Source: an optimization exercise on an open RTL-to-GDS flow (aim: small area, a short achievable clock period and few clock cycles per item). Production flows keep margins and buffers that such runs may drop.
Only simulation tests tie the RTL to the original design; equivalence was not proved.
Power and IR drop assume default switching activity.

Setup of build 40:
==> flow/design.v (excerpt) <==
module alu_top
(
    input  logic        clock,
    input  logic        reset_n,
    input  logic [4:0]  op,
    input  logic [1:0]  size,
    input  logic        div_signed,
    input  logic [31:0] operand1,
    input  logic [31:0] operand2,
    output logic [31:0] result,
    output logic [4:0]  ccr,
    output logic        div_trap,
    output logic        div_ready
);
clock: 6.0 ns
lec_check: 0
abc_clock_period_in_ps: 4500
cap_margin: 20
core_margin: 2
core_utilization: 40
setup_slack_margin: 1.5
slew_margin: 20
run.sh (not shown) runs the stock make flow with config.mk's settings and CLKGATE_MAP_FILE= SYNTH_SCRIPT=/design/flow/synth_recipe.tcl, a recipe that flattens the netlist after the stock synthesis.
Build 40 completed end to end with timing, DRC and antenna clean.
Testbench counts of build 40, summed over its fixed seeds: cycles 22,090, ops 19,200.
Setup changes, build 40 to build 4
Settings: ABC_AREA newly set to 1; CORE_UTILIZATION changed from 40 to 60; ABC_CLOCK_PERIOD_IN_PS removed (was 4500); SETUP_SLACK_MARGIN changed from 1.5 to 1.75.
==> flow/flow/run.sh (new file) <==
#!/bin/bash
# Standard layout, with the port buffers made from sky130_fd_sc_hd__buf_1
# cells instead of the delay cells buffer_ports picks by default
set -e
export BUFFER_PORTS_ARGS="-buffer_cell sky130_fd_sc_hd__buf_1"
bash standard.sh > standard.log 2>&1
==> flow/standard.sh (new file) <==
#!/bin/bash
# synth_recipe.tcl (not shown) runs the flow's synth.tcl, then flattens the netlist and writes it again
# the make line also repeats each setting of config.mk as NAME=value (left out here)
make -C /OpenROAD-flow-scripts/flow DESIGN_CONFIG=/design/flow/config.mk WORK_HOME=/design/flow/orfs CLKGATE_MAP_FILE= SYNTH_SCRIPT=/design/flow/synth_recipe.tcl "${@:-finish}"
removed: flow/run.sh
Results
Build 4: full flow OK, the timing, DRC and antenna checks passed. Taking build 40 as 1.0, build 4 lands at 1.5 on number of DRC markers after the initial detailed-route iteration. Going from build 40 to build 4, design area now sits lower; met3 wire length went up by 1600 um; via-per-instance ratio saw a decrease; remaining routing DRC violations neither gained nor lost much; clock skew was more or less identical. Routed wire length in build 4 vs build 40: up 2800 um.
Input-level comparison between build 30 and build 4:
Settings: CORE_UTILIZATION now 40, was 60; SETUP_SLACK_MARGIN no longer set, was 1.75; ABC_AREA no longer set, was 1.
==> flow/run.sh (new file) <==
#!/bin/bash
# synth_recipe.tcl (not shown) runs the flow's synth.tcl, then flattens the netlist and writes it again
# the make line also repeats each setting of config.mk as NAME=value (left out here)
make -C /OpenROAD-flow-scripts/flow DESIGN_CONFIG=/design/flow/config.mk WORK_HOME=/design/flow/orfs CLKGATE_MAP_FILE= SYNTH_SCRIPT=/design/flow/synth_recipe.tcl finish
removed: flow/flow/run.sh
removed: flow/standard.sh
## What came out
- Of build 30 and build 4, it is build 30 that has the lower wire length of the first global-routing pass.
- Build 4 -> build 30: full die area increased by more than a quarter
- Build 30 | status: complete | timing, DRC, antenna: pass
- Diff build 4..build 30 | final global-route overflow total | unchanged
- Build 30 vs. build 4: post-cts repair resize count moved down; fraction of met2 tracks used by global routing moved down; pre-CTS worst setup slack moved down; sequential share of layout area moved up.
- Switching component of the power (build 30 vs. build 4) decreases by more than 10%
Setup changes, build 30 to build 33
Settings: setting SETUP_SLACK_MARGIN to 1.5 for the first time; changing CORE_UTILIZATION from 40 to 60; setting ABC_AREA to 1 for the first time.
==> flow/flow/run.sh (new file) <==
#!/bin/bash
# Standard layout, with the port buffers made from sky130_fd_sc_hd__buf_2
# cells instead of the delay cells buffer_ports picks by default
set -e
export BUFFER_PORTS_ARGS="-buffer_cell sky130_fd_sc_hd__buf_2"
bash standard.sh > standard.log 2>&1
==> flow/standard.sh (new file) <==
#!/bin/bash
# synth_recipe.tcl (not shown) runs the flow's synth.tcl, then flattens the netlist and writes it again
# the make line also repeats each setting of config.mk as NAME=value (left out here)
make -C /OpenROAD-flow-scripts/flow DESIGN_CONFIG=/design/flow/config.mk WORK_HOME=/design/flow/orfs CLKGATE_MAP_FILE= SYNTH_SCRIPT=/design/flow/synth_recipe.tcl "${@:-finish}"
removed: flow/run.sh
--- outcome ---
For build 30, the first element of the critical path was u_div.dcin_q$_DFFE_PP_, unlike build 33, where it was op[0].
Compared with build 30, in build 33 worst slack on hold paths fell by 19 ps; critical path depth went up about 4%; total routing resource utilization after global routing has increased.
| final worst slack | build 33 vs build 30 | 1260 ps higher |
Number of cells on the worst hold path, build 33 and build 30: lower on build 30
Build 33 vs. build 30: fraction of synthesized area in multiplexers went down by 5.6 points.

[afterwards: timing with drivers on the ports]
The results above use ideal ports. As a check the final layouts listed here were re-extracted and re-timed, cells and wires unchanged. Step 1 sets driving cells, clkbuf_16 on the clock port and buf_2 on the other inputs (assumed; they add their load-dependent delay and slew). Step 2 moves the port delays by t, midway between the first and last clock arrival at a register: inputs arrive t later, outputs are due t later. That takes back most of the time a late clock gives input paths. Slacks: ideal / step 1 / step 2; pairs: ideal / step 1.
run | t (ns) | slack for setup (ns) | worst setup path at the end
build 40 | 0.401 | 0.733 / 0.733 / 0.631 | input to register
build 4 | 0.391 | 1.782 / 1.803 / 1.412 | input to register
build 30 | 0.398 | 0.366 / 0.366 / -0.002 | input to register
build 33 | 0.393 | 1.630 / 1.654 / 1.261 | input to register
With both steps, setup timing fails in build 30, where it was met with ideal ports. The setup slack of build 4, which loses most, moves by +0.021 ns with the drivers and by -0.370 ns with both steps.
